Background: an optimization exercise with open tools, aiming at small area and a short achievable clock period. Do not read the settings as production practice.
The RTL was checked by simulation tests, not by an equivalence proof against the original design.
Power is estimated from default activity; no workload was simulated.

==> flow/design.v <==
module sa_mul (
    input  logic [3:0]  one,
    input  logic [3:0]  two,
    input  logic [3:0]  neg,
    input  logic [7:0]  b,
    output logic [18:0] x,
    output logic [18:0] y
);
    logic c10;
    logic c12;
    logic c14;
    logic c16;
    logic c18;
    logic c2;
    logic c20;
    logic c22;
    logic c24;
    logic c26;
    logic c28;
    logic c30;
    logic c32;
    logic c34;
    logic c36;
    logic c38;
    logic c4;
    logic c40;
    logic c42;
    logic c44;
    logic c46;
    logic c48;
    logic c6;
    logic c8;
    logic pp_0_0;
    logic pp_0_1;
    logic pp_0_2;
    logic pp_0_3;
    logic pp_0_4;
    logic pp_0_5;
    logic pp_0_6;
    logic pp_0_7;
    logic pp_0_8;
    logic pp_1_0;
    logic pp_1_1;
    logic pp_1_2;
    logic pp_1_3;
    logic pp_1_4;
    logic pp_1_5;
    logic pp_1_6;
    logic pp_1_7;
    logic pp_1_8;
    logic pp_2_0;
    logic pp_2_1;
    logic pp_2_2;
    logic pp_2_3;
    logic pp_2_4;
    logic pp_2_5;
    logic pp_2_6;
    logic pp_2_7;
    logic pp_2_8;
    logic pp_3_0;
    logic pp_3_1;
    logic pp_3_2;
    logic pp_3_3;
    logic pp_3_4;
    logic pp_3_5;
    logic pp_3_6;
    logic pp_3_7;
    logic pp_3_8;
    logic s1;
    logic s11;
    logic s13;
    logic s15;
    logic s17;
    logic s19;
    logic s21;
    logic s23;
    logic s25;
    logic s27;
    logic s29;
    logic s3;
    logic s31;
    logic s33;
    logic s35;
    logic s37;
    logic s39;
    logic s41;
    logic s43;
    logic s45;
    logic s47;
    logic s5;
    logic s7;
    logic s9;
    assign pp_0_0 = (one[0] & b[0]) ^ neg[0];
    assign pp_0_1 = ((one[0] & b[1]) | (two[0] & b[0])) ^ neg[0];
    assign pp_0_2 = ((one[0] & b[2]) | (two[0] & b[1])) ^ neg[0];
    assign pp_0_3 = ((one[0] & b[3]) | (two[0] & b[2])) ^ neg[0];
    assign pp_0_4 = ((one[0] & b[4]) | (two[0] & b[3])) ^ neg[0];
    assign pp_0_5 = ((one[0] & b[5]) | (two[0] & b[4])) ^ neg[0];
    assign pp_0_6 = ((one[0] & b[6]) | (two[0] & b[5])) ^ neg[0];
    assign pp_0_7 = ((one[0] & b[7]) | (two[0] & b[6])) ^ neg[0];
    assign pp_0_8 = ~(((one[0] & b[7]) | (two[0] & b[7])) ^ neg[0]);
    assign pp_1_0 = (one[1] & b[0]) ^ neg[1];
    assign pp_1_1 = ((one[1] & b[1]) | (two[1] & b[0])) ^ neg[1];
    assign pp_1_2 = ((one[1] & b[2]) | (two[1] & b[1])) ^ neg[1];
    assign pp_1_3 = ((one[1] & b[3]) | (two[1] & b[2])) ^ neg[1];
    assign pp_1_4 = ((one[1] & b[4]) | (two[1] & b[3])) ^ neg[1];
    assign pp_1_5 = ((one[1] & b[5]) | (two[1] & b[4])) ^ neg[1];
    assign pp_1_6 = ((one[1] & b[6]) | (two[1] & b[5])) ^ neg[1];
    assign pp_1_7 = ((one[1] & b[7]) | (two[1] & b[6])) ^ neg[1];
    assign pp_1_8 = ~(((one[1] & b[7]) | (two[1] & b[7])) ^ neg[1]);
    assign pp_2_0 = (one[2] & b[0]) ^ neg[2];
    assign pp_2_1 = ((one[2] & b[1]) | (two[2] & b[0])) ^ neg[2];
    assign pp_2_2 = ((one[2] & b[2]) | (two[2] & b[1])) ^ neg[2];
    assign pp_2_3 = ((one[2] & b[3]) | (two[2] & b[2])) ^ neg[2];
    assign pp_2_4 = ((one[2] & b[4]) | (two[2] & b[3])) ^ neg[2];
    assign pp_2_5 = ((one[2] & b[5]) | (two[2] & b[4])) ^ neg[2];
    assign pp_2_6 = ((one[2] & b[6]) | (two[2] & b[5])) ^ neg[2];
    assign pp_2_7 = ((one[2] & b[7]) | (two[2] & b[6])) ^ neg[2];
    assign pp_2_8 = ~(((one[2] & b[7]) | (two[2] & b[7])) ^ neg[2]);
    assign pp_3_0 = (one[3] & b[0]) ^ neg[3];
    assign pp_3_1 = ((one[3] & b[1]) | (two[3] & b[0])) ^ neg[3];
    assign pp_3_2 = ((one[3] & b[2]) | (two[3] & b[1])) ^ neg[3];
    assign pp_3_3 = ((one[3] & b[3]) | (two[3] & b[2])) ^ neg[3];
    assign pp_3_4 = ((one[3] & b[4]) | (two[3] & b[3])) ^ neg[3];
    assign pp_3_5 = ((one[3] & b[5]) | (two[3] & b[4])) ^ neg[3];
    assign pp_3_6 = ((one[3] & b[6]) | (two[3] & b[5])) ^ neg[3];
    assign pp_3_7 = ((one[3] & b[7]) | (two[3] & b[6])) ^ neg[3];
    assign pp_3_8 = ~(((one[3] & b[7]) | (two[3] & b[7])) ^ neg[3]);
    assign s1 = neg[3] ^ pp_3_0;
    assign c2 = neg[3] & pp_3_0;
    assign s3 = pp_3_1 ^ pp_2_3;
    assign c4 = pp_3_1 & pp_2_3;
    assign s5 = pp_3_2 ^ pp_2_4 ^ pp_1_6;
    assign c6 = (pp_3_2 & pp_2_4) | (pp_3_2 & pp_1_6) | (pp_2_4 & pp_1_6);
    assign s7 = pp_3_3 ^ pp_2_5;
    assign c8 = pp_3_3 & pp_2_5;
    assign s9 = neg[2] ^ pp_2_0;
    assign c10 = neg[2] & pp_2_0;
    assign s11 = pp_2_1 ^ pp_1_3;
    assign c12 = pp_2_1 & pp_1_3;
    assign s13 = pp_2_2 ^ pp_1_4 ^ pp_0_6;
    assign c14 = (pp_2_2 & pp_1_4) | (pp_2_2 & pp_0_6) | (pp_1_4 & pp_0_6);
    assign s15 = pp_1_5 ^ pp_0_7 ^ s3;
    assign c16 = (pp_1_5 & pp_0_7) | (pp_1_5 & s3) | (pp_0_7 & s3);
    assign s17 = pp_0_8 ^ s5 ^ c4;
    assign c18 = (pp_0_8 & s5) | (pp_0_8 & c4) | (s5 & c4);
    assign s19 = pp_1_7 ^ s7 ^ c6;
    assign c20 = (pp_1_7 & s7) | (pp_1_7 & c6) | (s7 & c6);
    assign s21 = pp_3_4 ^ pp_2_6 ^ pp_1_8;
    assign c22 = (pp_3_4 & pp_2_6) | (pp_3_4 & pp_1_8) | (pp_2_6 & pp_1_8);
    assign s23 = pp_3_5 ^ pp_2_7;
    assign c24 = pp_3_5 & pp_2_7;
    assign s25 = neg[1] ^ pp_1_0;
    assign c26 = neg[1] & pp_1_0;
    assign s27 = pp_1_1 ^ pp_0_3;
    assign c28 = pp_1_1 & pp_0_3;
    assign s29 = pp_1_2 ^ pp_0_4 ^ s9;
    assign c30 = (pp_1_2 & pp_0_4) | (pp_1_2 & s9) | (pp_0_4 & s9);
    assign s31 = pp_0_5 ^ s11 ^ c10;
    assign c32 = (pp_0_5 & s11) | (pp_0_5 & c10) | (s11 & c10);
    assign s33 = s1 ^ s13 ^ c12;
    assign c34 = (s1 & s13) | (s1 & c12) | (s13 & c12);
    assign s35 = c2 ^ s15 ^ c14;
    assign c36 = (c2 & s15) | (c2 & c14) | (s15 & c14);
    assign s37 = ~(s17 ^ c16);
    assign c38 = s17 | c16;
    assign s39 = ~(s19 ^ c18);
    assign c40 = s19 | c18;
    assign s41 = c8 ^ s21 ^ c20;
    assign c42 = (c8 & s21) | (c8 & c20) | (s21 & c20);
    assign s43 = ~(s23 ^ c22);
    assign c44 = s23 | c22;
    assign s45 = pp_3_6 ^ pp_2_8 ^ c24;
    assign c46 = (pp_3_6 & pp_2_8) | (pp_3_6 & c24) | (pp_2_8 & c24);
    assign s47 = ~pp_3_7;
    assign c48 = pp_3_7;
    assign x = {1'b1, 1'b1, 1'b1, 1'b1, c48, c46, c44, c42, c40, c38, c36, c34, c32, c30, c28, c26, s25, pp_0_1, pp_0_0};
    assign y = {1'b0, 1'b0, 1'b0, 1'b0, pp_3_8, s47, s45, s43, s41, s39, s37, s35, s33, s31, s29, s27, pp_0_2, 1'b0, neg[0]};
endmodule
`timescale 1ns/100ps
module sa_top
(
    input  logic        clk,
    input  logic        arst_n_i,
    input  logic        psel,
    input  logic        penable,
    input  logic        pwrite,
    input  logic [11:0] paddr,
    input  logic [31:0] pwdata,
    output logic [31:0] prdata,
    output logic        pready,
    output logic        pslverr
);
    localparam int CW = 19;
    logic [32*8-1:0] a_q;         
    logic [32*8-1:0] b_q;         
    logic [8*CW-1:0] r0_q;        
    logic [8*CW-1:0] r1_q;
    logic [4*4-1:0]  one_q;       
    logic [4*4-1:0]  two_q;
    logic [4*4-1:0]  neg_q;
    logic [2*8-1:0]  b_op_q;      
    logic [3:0]      len_q;
    logic            done_q;
    logic            cvalid_q;
    logic            phase_q;
    logic            sel_act_q;   
    logic            mul_act_q;   
    logic            add_act_q;   
    logic            mul_clr_q;   
    logic [8*CW-1:0] x_q;         
    logic [8*CW-1:0] y_q;
    logic [3:0]      mstep_q;
    logic [7:0]      ksel_q;      
    logic            busy;
    assign busy = sel_act_q | mul_act_q | add_act_q;
    logic            setup;
    logic            hit_ctrl, hit_status, hit_len, hit_a, hit_b, hit_c, mapped;
    logic            len_ok;
    logic            err;
    logic [4:0]      idx;
    logic [7:0]      ab_word;
    logic [CW-1:0]   c_word;
    logic [CW-1:0]   rdata;
    assign setup      = psel & ~penable;
    assign hit_ctrl   = paddr == 12'h000;
    assign hit_status = paddr == 12'h004;
    assign hit_len    = paddr == 12'h008;
    assign hit_a      = (paddr[11:7] == 5'b00010) & (paddr[1:0] == 2'b00);
    assign hit_b      = (paddr[11:7] == 5'b00100) & (paddr[1:0] == 2'b00);
    assign hit_c      = (paddr[11:6] == 6'b001100) & (paddr[1:0] == 2'b00);
    assign mapped     = hit_ctrl | hit_status | hit_len | hit_a | hit_b | hit_c;
    assign idx        = paddr[6:2];
    assign len_ok     = (pwdata[31:4] == 28'd0) & (pwdata[3:0] != 4'd0) & (pwdata[3:0] <= 4'd8);
    assign err = ~mapped
               | (pwrite & busy & (hit_a | hit_b | hit_len))
               | (pwrite & hit_len & ~len_ok)
               | (pwrite & hit_ctrl & pwdata[0] & busy);
    logic [3:0]       c_sel;
    logic [16*CW-1:0] c_all;
    logic [5:0]       ab_sel;
    logic [64*8-1:0]  ab_all;
    assign c_sel  = {paddr[5:4], paddr[2], ~(paddr[3] ^ phase_q)};
    always_comb begin
        for (int m = 0; m < 8; m++) begin
            c_all[(2*m)*CW +: CW]   = r0_q[m*CW +: CW];
            c_all[(2*m+1)*CW +: CW] = r1_q[m*CW +: CW];
        end
    end
    assign ab_sel = {paddr[9], idx};
    assign ab_all = {b_q, a_q};
    always_comb begin
        c_word = '0;
        for (int i = 0; i < 16; i++) begin
            c_word = c_word | ({CW{c_sel == 4'(i)}} & c_all[i*CW +: CW]);
        end
        ab_word = '0;
        for (int i = 0; i < 64; i++) begin
            ab_word = ab_word | ({8{ab_sel == 6'(i)}} & ab_all[i*8 +: 8]);
        end
    end
    assign rdata = ({CW{hit_a | hit_b}} & {{(CW-8){ab_word[7]}}, ab_word})
                 | ({CW{hit_c & cvalid_q}} & c_word)
                 | ({CW{hit_status}} & {{(CW-2){1'b0}}, done_q, busy})
                 | ({CW{hit_len}} & {{(CW-4){1'b0}}, len_q});
    logic [CW-1:0] rdata_q;
    logic          err_q;
    logic          we_len_q, start_q;
    logic [3:0]    we_a_hi_q;     
    logic [3:0]    we_b_hi_q;
    logic [7:0]    idx_lo_q;      
    always_ff @(posedge clk) begin
        rdata_q <= rdata;
        err_q   <= err;
        for (int i = 0; i < 8; i++) idx_lo_q[i] <= idx[2:0] == 3'(i);
    end
    always_ff @(posedge clk or negedge arst_n_i) begin
        if (!arst_n_i) begin
            we_a_hi_q <= 4'd0;
            we_b_hi_q <= 4'd0;
            we_len_q <= 1'b0;
            start_q  <= 1'b0;
        end else begin
            for (int i = 0; i < 4; i++) begin
                we_a_hi_q[i] <= setup & pwrite & hit_a & ~busy & (idx[4:3] == 2'(i));
                we_b_hi_q[i] <= setup & pwrite & hit_b & ~busy & (idx[4:3] == 2'(i));
            end
            we_len_q <= setup & pwrite & hit_len & ~busy & len_ok;
            start_q  <= setup & pwrite & hit_ctrl & pwdata[0] & ~busy;
        end
    end
    assign prdata  = {{(32-CW){rdata_q[CW-1]}}, rdata_q};
    assign pslverr = err_q;
    assign pready  = 1'b1;
    always_ff @(posedge clk) begin
        for (int i = 0; i < 32; i++) begin
            if (we_a_hi_q[i/8] && idx_lo_q[i%8]) a_q[i*8 +: 8] <= pwdata[7:0];
            if (we_b_hi_q[i/8] && idx_lo_q[i%8]) b_q[i*8 +: 8] <= pwdata[7:0];
        end
    end
    always_ff @(posedge clk or negedge arst_n_i) begin
        if (!arst_n_i) begin
            len_q     <= 4'd1;
            done_q    <= 1'b0;
            cvalid_q  <= 1'b0;
            phase_q   <= 1'b0;
            sel_act_q <= 1'b0;
            mul_act_q <= 1'b0;
            add_act_q <= 1'b0;
            mul_clr_q <= 1'b0;
            mstep_q   <= 4'd0;
            ksel_q    <= 8'd0;
        end else begin
            phase_q   <= ~phase_q;
            mul_act_q <= sel_act_q;
            add_act_q <= mul_act_q;
            mul_clr_q <= ksel_q[0];
            if (we_len_q) len_q <= pwdata[3:0];
            if (start_q) begin
                sel_act_q <= 1'b1;
                mstep_q   <= 4'd0;
                ksel_q    <= 8'd1;
                done_q    <= 1'b0;
                cvalid_q  <= 1'b1;
            end else begin
                if (sel_act_q) begin
                    mstep_q <= mstep_q + 4'd1;
                    if (mstep_q[0]) ksel_q <= {ksel_q[6:0], 1'b0};
                    if (mstep_q == {len_q[2:0] - 3'd1, 1'b1}) begin
                        sel_act_q <= 1'b0;
                        ksel_q    <= 8'd0;
                    end
                end
                if (add_act_q & ~mul_act_q) done_q <= 1'b1;
            end
        end
    end
    logic            s_sel;
    logic [4*8-1:0]  a_op;
    logic [2*8-1:0]  b_op;
    logic [15:0]     bsel;
    logic [4*4-1:0]  one_d, two_d, neg_d;
    assign s_sel = phase_q;
    always_comb begin
        for (int kk = 0; kk < 8; kk++) begin
            bsel[kk*2]   = ksel_q[kk] & ~s_sel;
            bsel[kk*2+1] = ksel_q[kk] & s_sel;
        end
        a_op = '0;
        b_op = '0;
        for (int h = 0; h < 4; h++) begin
            for (int kk = 0; kk < 8; kk++) begin
                a_op[h*8 +: 8] = a_op[h*8 +: 8] | ({8{ksel_q[kk]}} & a_q[(h*8 + kk)*8 +: 8]);
            end
        end
        for (int j = 0; j < 2; j++) begin
            for (int kk = 0; kk < 8; kk++) begin
                b_op[j*8 +: 8] = b_op[j*8 +: 8]
                               | ({8{bsel[kk*2]}}   & b_q[(kk*4 + j)*8 +: 8])
                               | ({8{bsel[kk*2+1]}} & b_q[(kk*4 + j + 2)*8 +: 8]);
            end
        end
        for (int h = 0; h < 4; h++) begin
            for (int d = 0; d < 4; d++) begin
                logic lo, mid, hi;
                lo  = (d == 0) ? 1'b0 : a_op[h*8 + 2*d - 1];
                mid = a_op[h*8 + 2*d];
                hi  = a_op[h*8 + 2*d + 1];
                one_d[h*4 + d] = mid ^ lo;
                two_d[h*4 + d] = (hi & ~mid & ~lo) | (~hi & mid & lo);
                neg_d[h*4 + d] = hi;
            end
        end
    end
    logic [8*CW-1:0] px;
    logic [8*CW-1:0] py;
    logic [8*CW-1:0] acc_s;
    logic [8*CW-1:0] acc_c;
    genvar gh, gj;
    generate
        for (gh = 0; gh < 4; gh++) begin : g_h
            for (gj = 0; gj < 2; gj++) begin : g_j
                sa_mul u_mul (
                    .one (one_q[gh*4 +: 4]),
                    .two (two_q[gh*4 +: 4]),
                    .neg (neg_q[gh*4 +: 4]),
                    .b   (b_op_q[gj*8 +: 8]),
                    .x   (px[(gh*2+gj)*CW +: CW]),
                    .y   (py[(gh*2+gj)*CW +: CW])
                );
            end
        end
    endgenerate
    assign acc_s = r1_q ^ x_q ^ y_q;
    assign acc_c = (r1_q & x_q) | (r1_q & y_q) | (x_q & y_q);
    always_ff @(posedge clk) begin
        one_q  <= one_d;
        two_q  <= two_d;
        neg_q  <= neg_d;
        b_op_q <= b_op;
        x_q    <= px;
        y_q    <= py;
        for (int m = 0; m < 8; m++) begin
            r0_q[m*CW +: CW] <= acc_s[m*CW +: CW] + {acc_c[m*CW +: CW-1], 1'b0};
        end
        r1_q   <= mul_clr_q ? '0 : r0_q;
    end
endmodule
==> flow/flow/run.sh <==
#!/bin/bash
# Standard ORFS layout, with port buffers that can drive, free cell sizing and
# a setup margin that makes repair_timing work below the 10 ns clock.
set -e
export BUFFER_PORTS_ARGS="-buffer_cell sky130_fd_sc_hd__buf_4"
bash standard.sh MATCH_CELL_FOOTPRINT=0 SETUP_SLACK_MARGIN=7.2 finish > standard.log 2>&1
==> flow/standard.sh <==
#!/bin/bash
# synth_recipe.tcl (not shown) runs the flow's synth.tcl, then flattens the netlist and writes it again
# the make line also repeats each setting of config.mk as NAME=value (left out here)
make -C /OpenROAD-flow-scripts/flow DESIGN_CONFIG=/design/flow/config.mk WORK_HOME=/design/flow/orfs CLKGATE_MAP_FILE= SYNTH_SCRIPT=/design/flow/synth_recipe.tcl "${@:-finish}"
==> flow/config.mk <==
export PLATFORM = sky130hd
export DESIGN_NAME = sa_top
export DESIGN_NICKNAME = sa_top
export VERILOG_FILES = /design/flow/design.v
export SDC_FILE = /design/flow/constraint.sdc
export NUM_CORES = 4
export LEC_CHECK = 0
export CAP_MARGIN = 20
export CORE_MARGIN = 2
export CORE_UTILIZATION = 55
export CTS_CLUSTER_DIAMETER = 80
export CTS_CLUSTER_SIZE = 22
export SLEW_MARGIN = 20
export TNS_END_PERCENT = 20
==> flow/constraint.sdc <==
create_clock -name core_clock -period 10.0 [get_ports {clk}]
set_input_delay 2.0000 -clock core_clock [delete_from_list [all_inputs] [get_ports {clk}]]
set_output_delay 2.0000 -clock core_clock [all_outputs]
set_load 0.01 [all_outputs]
==> metrics.log, run 1 <==
INFO  metric initial_utilization = 0.5527
INFO  metric critical_path_class = in2reg
INFO  metric starting_drt_drc_count = 6074
INFO  metric worstPathMaxFanout = 6
INFO  metric synth_flop_cell = dfxtp_1
INFO  metric final-hold-violation-count = 0
INFO  metric global_route.usage.total = 0.4740
INFO  metric insertion_delay = 0.71 ns
INFO  metric place.gp.congestion = 1.103
INFO  metric fill_cells = 7785
INFO  metric run_status = no timing/DRC/antenna violations
INFO  metric yosysTopAreaCellShare = 0.2742
INFO  metric cts_made_buffers = 66
INFO  metric clk_transition_reported_paths = 0.09 ns
INFO  metric numPortBuffers = 81
INFO  metric row_count = 117
INFO  metric layout.nets = 5452
INFO  metric leakagePower = 24.55 nW
INFO  metric die_height = 323.3 um
INFO  metric dp.final_hpwl = 182400 um
INFO  metric postSynthRegisterBits = 1169
INFO  metric average_cell_area_after_synthesis = 11.66 um2
INFO  metric post_cts_hold_fix_bufs = 0
INFO  metric routed_wl = 250900 um
INFO  metric maximum_number_of_pins_on_one_net_before_global_route_repair = 82
INFO  metric netlist-cell-type-count = 88
INFO  metric post_synth_inst_count = 4807
INFO  metric synthTopCellsByArea = edfxtp_1 (27%), dfxtp_1 (22%), a22oi_1 (9.6%), fa_1 (7.7%), ha_1 (4.8%)
INFO  metric rsz0062_at_grt = true
INFO  metric vias = 44200
INFO  metric netlist.top_cell.by_area = edfxtp_1
INFO  metric number_of_flops_mapped_to_enable_cells_by_yosys = 512
INFO  metric seq_area_frac_synth = 0.5117
INFO  metric floorplan.die_area = 104500 um2
INFO  metric seq_area = 28770 um2
INFO  metric area_used_by_multi_input_combinational_logic = 26960 um2
INFO  metric synth_top_cells_by_count = a22oi_1 (716), dfxtp_1 (624), edfxtp_1 (512), xnor2_1 (274), inv_1 (243)
INFO  metric cell_with_the_most_instances_after_synthesis = a22oi_1
INFO  metric skew = 0.03088 ns
INFO  metric post-layout-total-power = 11.16 mW
INFO  metric critical_path.startpoint_type = input pin
INFO  metric io-pin-count = 83
INFO  metric vdd_ir_drop_max = 192.7 uV
INFO  metric synth_area = 56070 um2
INFO  metric cts_max_level = 3
INFO  metric grt_pass1_wl = 336700 um
INFO  metric synthArstFlopShare = 0.02823
INFO  metric synthesis.nets = 5285
INFO  metric clk_path_buf_depth = 3
INFO  metric max-slew-margin-rel = 0.1781
INFO  metric totalNegativeSetupSlack = 0 ns
INFO  metric layout_worst_path_cycle_share = 0.3520
INFO  metric postRouteAntennaNets = 0
INFO  metric globalRouteOverflowTotal = 0
INFO  metric setup_viol = 0
INFO  metric cts_num_sinks = 1169
INFO  metric clock_root_buffer = clkbuf_16
INFO  metric maxSlewViolCount = 0
INFO  metric grt_antenna_before_repair = 18
INFO  metric drt_first_pass_iters = 9
INFO  metric actual_transition_at_the_worst_max_transition_pin = 1.231 ns
INFO  metric cts_tree = yes
INFO  metric timing.final.crit_period = 3.520 ns
INFO  metric first_global_vias = 42000
INFO  metric layout-area-overhead-vs-synth = 14.40%
INFO  metric pwr_density_cell = 174.0 nW/um2
INFO  metric cap_violations = 0
INFO  metric post_route_cells_drive_above_1_share = 0.1639
INFO  metric detailed_route_wire_length_per_cell = 39.18 um
INFO  metric drc_errors = 0
INFO  metric vias_per_cell = 6.903
INFO  metric core = 101400 um2
INFO  metric clock.fmax = 284.1 MHz
INFO  metric end_kind = flip-flop
INFO  metric chipWidth = 323.3 um
INFO  metric worst_hold_path_type = reg2reg
INFO  metric critPathArrivalTime = 4.11 ns
INFO  metric yosys_warnings = 1
INFO  metric cp_data_required_time = 10.59 ns
==> state kept, by name, indices dropped and copies added (netlist names), 19 cells and up <==
name,count
y_q,108
r0_q,152
x_q,120
a_q,256
rdata_q,19
b_q,256
r1_q,152
==> placed cells by master, fill, tap and decap left out, types with 30 or more instances in the layout <==
cell type / n
nor2_4: 44
clkbuf_16: 83
and2_1: 95
ha_1: 203
a22oi_2: 68
nor3_1: 40
edfxtp_1: 512
buf_4: 267
xor2_1: 139
nor2b_1: 188
a222oi_1: 30
fa_1: 202
xnor2_1: 273
o21ai_0: 77
buf_6: 53
a22o_1: 35
nor2_1: 139
a21oi_1: 105
nand2_1: 203
a22oi_1: 648
nand3_1: 77
inv_1: 239
nand4_1: 80
dfxtp_1: 597
==> critical path, stage by stage <==
cell and delay (ns):
buf_12 0.11, or2_4 0.20, buf_6 0.12, buf_6 0.12, nor2_4 0.06, buf_12 0.12
a22oi_2 0.38, nand4_1 0.32, nor3_2 0.20, nand4_1 0.13, a221o_1 0.34
==> worst paths after layout <==
path                                endpoint  depth (start not counted)  slack [ns]       from
worst max-delay path              rdata_q[2]                         11        6.48   paddr[9]
worst min-delay path               add_act_q                          0        0.41  mul_act_q
worst max register to register      r0_q[73]                         10        6.78    x_q[62]
worst min register to register     add_act_q                          0        0.41  mul_act_q
max in group asynchronous            phase_q                          1        8.36   arst_n_i
min in group asynchronous       we_b_hi_q[3]                          1        1.26   arst_n_i
==> cell type report <==
| cell class | instances | share of cell area |
|---|---|---|
| flip-flops and latches | 1169 | 0.4485 |
| repair buffers | 370 | 0.05752 |
| multi-input cells | 3123 | 0.4202 |
| diodes | 20 | 0.0007802 |
| inverters | 244 | 0.01428 |
| well taps | 1368 | 0.02668 |
| clock inverters | 10 | 0.002672 |
| clock buffers | 99 | 0.02930 |
==> cells by family after synthesis <==
kind of cell               after synthesis  share of synthesized area
AOI/OAI and AO/OA                     1208                     0.1576
xor gates and xnor gates               414                    0.06480
adders and majority gates              429                     0.1246
buffers and inverters                  516                    0.03704
DFF                                   1169                     0.5117
muxes                                   36                   0.007074
other                                    1                 0.00006688
and+or+nand+nor                       1034                    0.09707
==> power by group <==
group | switching, mW | internal [mW] | leakage, nW
combinational | 1.33 | 1.14 | 13.4
clock | 1.65 | 1.36 | 0.989
sequential | 0.368 | 5.32 | 10.1
total | 3.34 | 7.82 | 24.5
==> through the flow <==
step                area, um2  std cells  hold slack [ns]  worst slack [ns]    util
detailed placement      58070       6082           0.3936             4.229  0.5724
finish                  64150       6403           0.4073             6.480  0.6323
global route            64100       6383           0.4311             6.534  0.6318
global placement        58040       6081           0.3772             4.209  0.5721
floorplan               56140       4807           0.3290             6.314       -
CTS                     62690       6308           0.4092             6.569  0.6179
==> metal layers <==
layer	routed length [um]	vias up	track usage
met5	21	-	0
met4	31020	4	0.4555
met1	83220	21770	0.5336
met3	25380	1074	0.1214
met2	111200	3374	0.7310
li1	-	17980	-
==> what timing repair did <==
item | 4_1_cts | 5_1_grt
endpoints found under the hold margin | 0 | 0
setup endpoints to repair | 105 | 163
resized for setup | 268 | 208
buffers inserted | 102 | 72
cloned | 15 | 2
pin swaps | 79 | 123
==> run 2: changes to the inputs <==
--- a/flow/config.mk
+++ b/flow/config.mk
@@ -11,3 +11,3 @@
 export CTS_CLUSTER_DIAMETER = 80
-export CTS_CLUSTER_SIZE = 22
+export CTS_CLUSTER_SIZE = 26
 export SLEW_MARGIN = 20
==> metrics.log, run 2 <==
INFO  metric run_status = no timing/DRC/antenna violations
INFO  metric clock.fmax = 288.3 MHz (+1.5%)
INFO  metric worstPathMaxFanout = 7 (+1)
INFO  metric number_of_flops_mapped_to_enable_cells_by_yosys = 512 (unchanged)
INFO  metric timing.hold.worst_path_depth = 0 (unchanged)
INFO  metric synthSimpleGateAreaFrac = 0.09707 (unchanged)
INFO  metric cts_made_buffers = 56 (-15%)
INFO  metric synth_area = 56070 um2 (unchanged)
INFO  metric synthesized_area_fraction_occupied_by_ao_oa_aoi_and_oai_cells = 0.1576 (unchanged)
INFO  metric vias_per_cell = 6.851 (-0.76%)
INFO  metric critical_path.cell_chain = buf_12 > nand2b_4 > buf_12 > nor2_4 > buf_6 > a22oi_2 > nand4_1 > nor3_2 > nand4_1 > a221o_1
INFO  metric average_cell_area_after_synthesis = 11.66 um2 (unchanged)
INFO  metric regToRegStartpoint = r1_q[61]
INFO  metric synth_top_cells_by_count = a22oi_1 (716), dfxtp_1 (624), edfxtp_1 (512), xnor2_1 (274), inv_1 (243)
INFO  metric globalRouteOverflowTotal = 0 (unchanged)
INFO  metric crit-reg2reg-capture = r0_q[73]
INFO  metric post_route_cells_drive_above_1_share = 0.1572 (-0.006688)
INFO  metric chipWidth = 323.3 um (unchanged)
INFO  metric final.setup.worst_slack = 6.532 ns (+0.05165 ns)
INFO  metric synthAdderAreaFrac = 0.1246 (unchanged)
INFO  metric clk_transition_reported_paths = 0.10 ns (about the same)
INFO  metric insertion_delay = 0.76 ns (+0.05 ns)
INFO  metric rsz0062_at_grt = true
INFO  metric critPathArrivalTime = 4.09 ns (-0.02 ns)
INFO  metric netlist-cell-type-count = 88 (unchanged)
INFO  metric totalNegativeSetupSlack = 0 ns (unchanged)
INFO  metric timing.reg2reg.setup_slack = 6.79 ns (about the same)
INFO  metric seq_area_frac_synth = 0.5117 (unchanged)
INFO  metric yosys_warnings = 1 (unchanged)
INFO  metric worstHoldEndpoint = add_act_q
INFO  metric combinational_family_with_the_most_area_after_synthesis = compound AO/OA/AOI/OAI gates
INFO  metric end_kind = flip-flop
INFO  metric clock_root_buffer = clkbuf_16
INFO  metric grt_antenna_before_repair = 23 (+5)
INFO  metric drt_first_pass_iters = 9 (unchanged)
INFO  metric max-slew-margin-rel = 0.2017 (+0.02364)
INFO  metric routed_wl = 248800 um (-0.81%)
INFO  metric setup_viol = 0 (unchanged)
INFO  metric initial_utilization = 0.5527 (unchanged)
INFO  metric maxSlewViolCount = 0 (unchanged)
INFO  metric cell_with_the_most_instances_after_synthesis = a22oi_1
INFO  metric cts_max_level = 2 (-1)
INFO  metric place.gp.congestion = 1.103 (unchanged)
INFO  metric worst_hold_path_type = reg2reg
INFO  metric cts_num_sinks = 1169 (unchanged)
INFO  metric vdd_ir_drop_max = 214.5 uV (+11%)
INFO  metric cp_data_required_time = 10.62 ns (+0.03 ns)
INFO  metric holdWs = 0.4078 ns (+0.0005020 ns)
INFO  metric detailed_route_wire_length_per_cell = 39.03 um (-0.39%)
INFO  metric postRouteAntennaNets = 0 (unchanged)
INFO  metric post_synth_xor_area_fraction = 0.06480 (unchanged)
INFO  metric dp.final_hpwl = 182400 um (unchanged)
INFO  metric rr_worst_depth = 10 (unchanged)
INFO  metric layout_worst_path_cycle_share = 0.3468 (-0.005165)
INFO  metric final-hold-violation-count = 0 (unchanged)
INFO  metric layout-area-overhead-vs-synth = 13.39%
INFO  metric synth_flop_cell = dfxtp_1
INFO  metric synthesis.nets = 5285 (unchanged)
INFO  metric mostFrequentLayoutCells = a22oi_1 (650), dfxtp_1 (599), edfxtp_1 (512)
INFO  metric critPathLaunch = paddr[9]
INFO  metric layout.nets = 5431 (-0.39%)
INFO  metric synthTopCellsByArea = edfxtp_1 (27%), dfxtp_1 (22%), a22oi_1 (9.6%), fa_1 (7.7%), ha_1 (4.8%)
INFO  metric floorplan.die_area = 104500 um2 (unchanged)
INFO  metric global_route.usage.total = 0.4710 (-0.003004)
INFO  metric worst_hold_startpoint = mul_act_q
INFO  metric vias = 43680 (-1.2%)
INFO  metric post_synth_inst_count = 4807 (unchanged)
INFO  metric core = 101400 um2 (unchanged)
INFO  metric postSynthRegisterBits = 1169 (unchanged)
INFO  metric cap_violations = 0 (unchanged)
INFO  metric cts_tree = yes
INFO  metric numPortBuffers = 81 (unchanged)
INFO  metric critical_path.startpoint_type = input pin
INFO  metric most_common_cell_after_layout_fill_and_taps_aside = a22oi_1
INFO  metric skew = 0.04139 ns (+0.01051 ns)
INFO  metric biggestRegsByFlops = a_q (256), b_q (256)
INFO  metric die_height = 323.3 um (unchanged)
INFO  metric synthArstFlopShare = 0.02823 (unchanged)
INFO  metric actual_transition_at_the_worst_max_transition_pin = 1.196 ns (-0.03542 ns)
INFO  metric dp_worst_setup_slack = 4.229 ns (unchanged)
INFO  metric starting_drt_drc_count = 6069 (-0.082%)
INFO  metric timing.critical_path.slowest_cell_delay = 0.44 ns (+0.06 ns)
INFO  metric pwr_density_cell = 171.3 nW/um2 (-1.6%)
INFO  metric drc_errors = 0 (unchanged)
INFO  metric io-pin-count = 83 (unchanged)
INFO  metric first_global_vias = 41790 (-0.50%)
INFO  metric grt_pass1_wl = 334900 um (-0.52%)
INFO  metric worst_path_max_delay_cell = a22oi_2
INFO  metric netlist.top_cell.by_area = edfxtp_1
INFO  metric clk_path_buf_depth = 3 (unchanged)
INFO  metric critical_path_class = in2reg
INFO  metric leakagePower = 24.31 nW (-0.98%)
INFO  metric maximum_number_of_pins_on_one_net_before_global_route_repair = 82 (unchanged)
INFO  metric timing.final.crit_period = 3.468 ns (-0.05165 ns)
INFO  metric yosysTopAreaCellShare = 0.2742 (unchanged)
INFO  metric synth_mux_area_frac = 0.007074 (unchanged)
INFO  metric row_count = 117 (unchanged)
==> run 2: cell counts after synthesis <==
Identical to the previous run, type by type.
==> run 2: how the worst max path moves through the flow <==
stage                       end  slack (ns)
global placement     rdata_q[5]        4.21
detailed placement  rdata_q[18]        4.23
global route         prdata[21]        6.56
finish               rdata_q[2]        6.53
CTS                  prdata[18]        6.56
floorplan            rdata_q[4]        6.31
==> run 2: cell type report <==
cell class,count,area [um2]
Antenna cell,15,37.54
Clock buffer,82,1562
Clock inverter,16,235.2
Fill cell,7881,37870
Inverter,244,915.9
Multi-Input combinational cell,3122,26850
Sequential cell,1169,28770
Tap cell,1368,1712
Timing Repair Buffer,360,3496
==> run 2: what timing repair did <==
item,CTS,global route
pin swaps,91,108
cloned,11,1
hold buffers,0,0
setup endpoints to repair,112,165
setup buffers,107,62
gates resized for setup,312,135
==> run 2: cells by family after synthesis <==
| family | Yosys count |
|---|---|
| AO/OA/AOI/OAI | 1208 |
| flip-flops | 1169 |
| AND/OR/NAND/NOR | 1034 |
| buffers and inverters | 516 |
| adder cells (fa/ha/maj) | 429 |
| XOR/XNOR | 414 |
| multiplexers | 36 |
| other | 1 |
==> run 2: per-stage QoR <==
stage	util	cell area (um2)	total power [mW]	std cells
2_1_floorplan	-	56140	7.288	4807
3_5_place_dp	0.5724	58070	7.970	6082
3_3_place_gp	0.5721	58040	7.907	6081
6_report	0.6267	63580	10.89	6376
5_1_grt	0.6265	63550	11.29	6367
4_1_cts	0.6162	62510	10.74	6298
==> run 2: power by group <==
| part | internal, mW | total (mW) | switching [mW] |
|---|---|---|---|
| clock | 1.13 | 2.77 | 1.64 |
| sequential | 5.32 | 5.69 | 0.363 |
| combinational | 1.12 | 2.43 | 1.31 |
==> run 2: worst max-delay path, delay by kind of cell <==
family                 cells  cell delay [ns]
AND/OR/NAND/NOR            5             0.88
AO/OA/AOI/OAI              2             0.79
buffers and inverters      3             0.41
==> run 2: layer usage <==
metal,up-vias,global-route usage,routed length [um]
met4,12,0.4479,30110
met1,21470,0.5323,83380
li1,17910,-,-
met5,-,0,126
met2,3229,0.7317,111000
met3,1054,0.1134,24220

-- afterwards: timing with drivers on the ports --
Ports are ideal in the flow. The routed layouts listed here were re-timed in OpenROAD.
Step 1 assumes that a clkbuf_16 drives the clock port and a buf_2 every other input.
Step 2 also shifts input and output timing later by t, the mid clock arrival at the registers, as if the neighbouring blocks saw the same clock.
a / b / c = no drivers / after step 1 / after step 2; a / b = the first two.
| run | shift t [ns] | slack for setup (ns) | hold slack, ns | pins driven straight from the clock port |
|---|---|---|---|---|
| run 1 | 0.774 | 6.480 / 6.238 / 5.464 | 0.407 / 0.407 / 0.407 | 1 |
| run 2 | 0.813 | 6.532 / 6.329 / 5.516 | 0.408 / 0.408 / 0.408 | 1 |
After both steps every run listed still meets setup and hold.
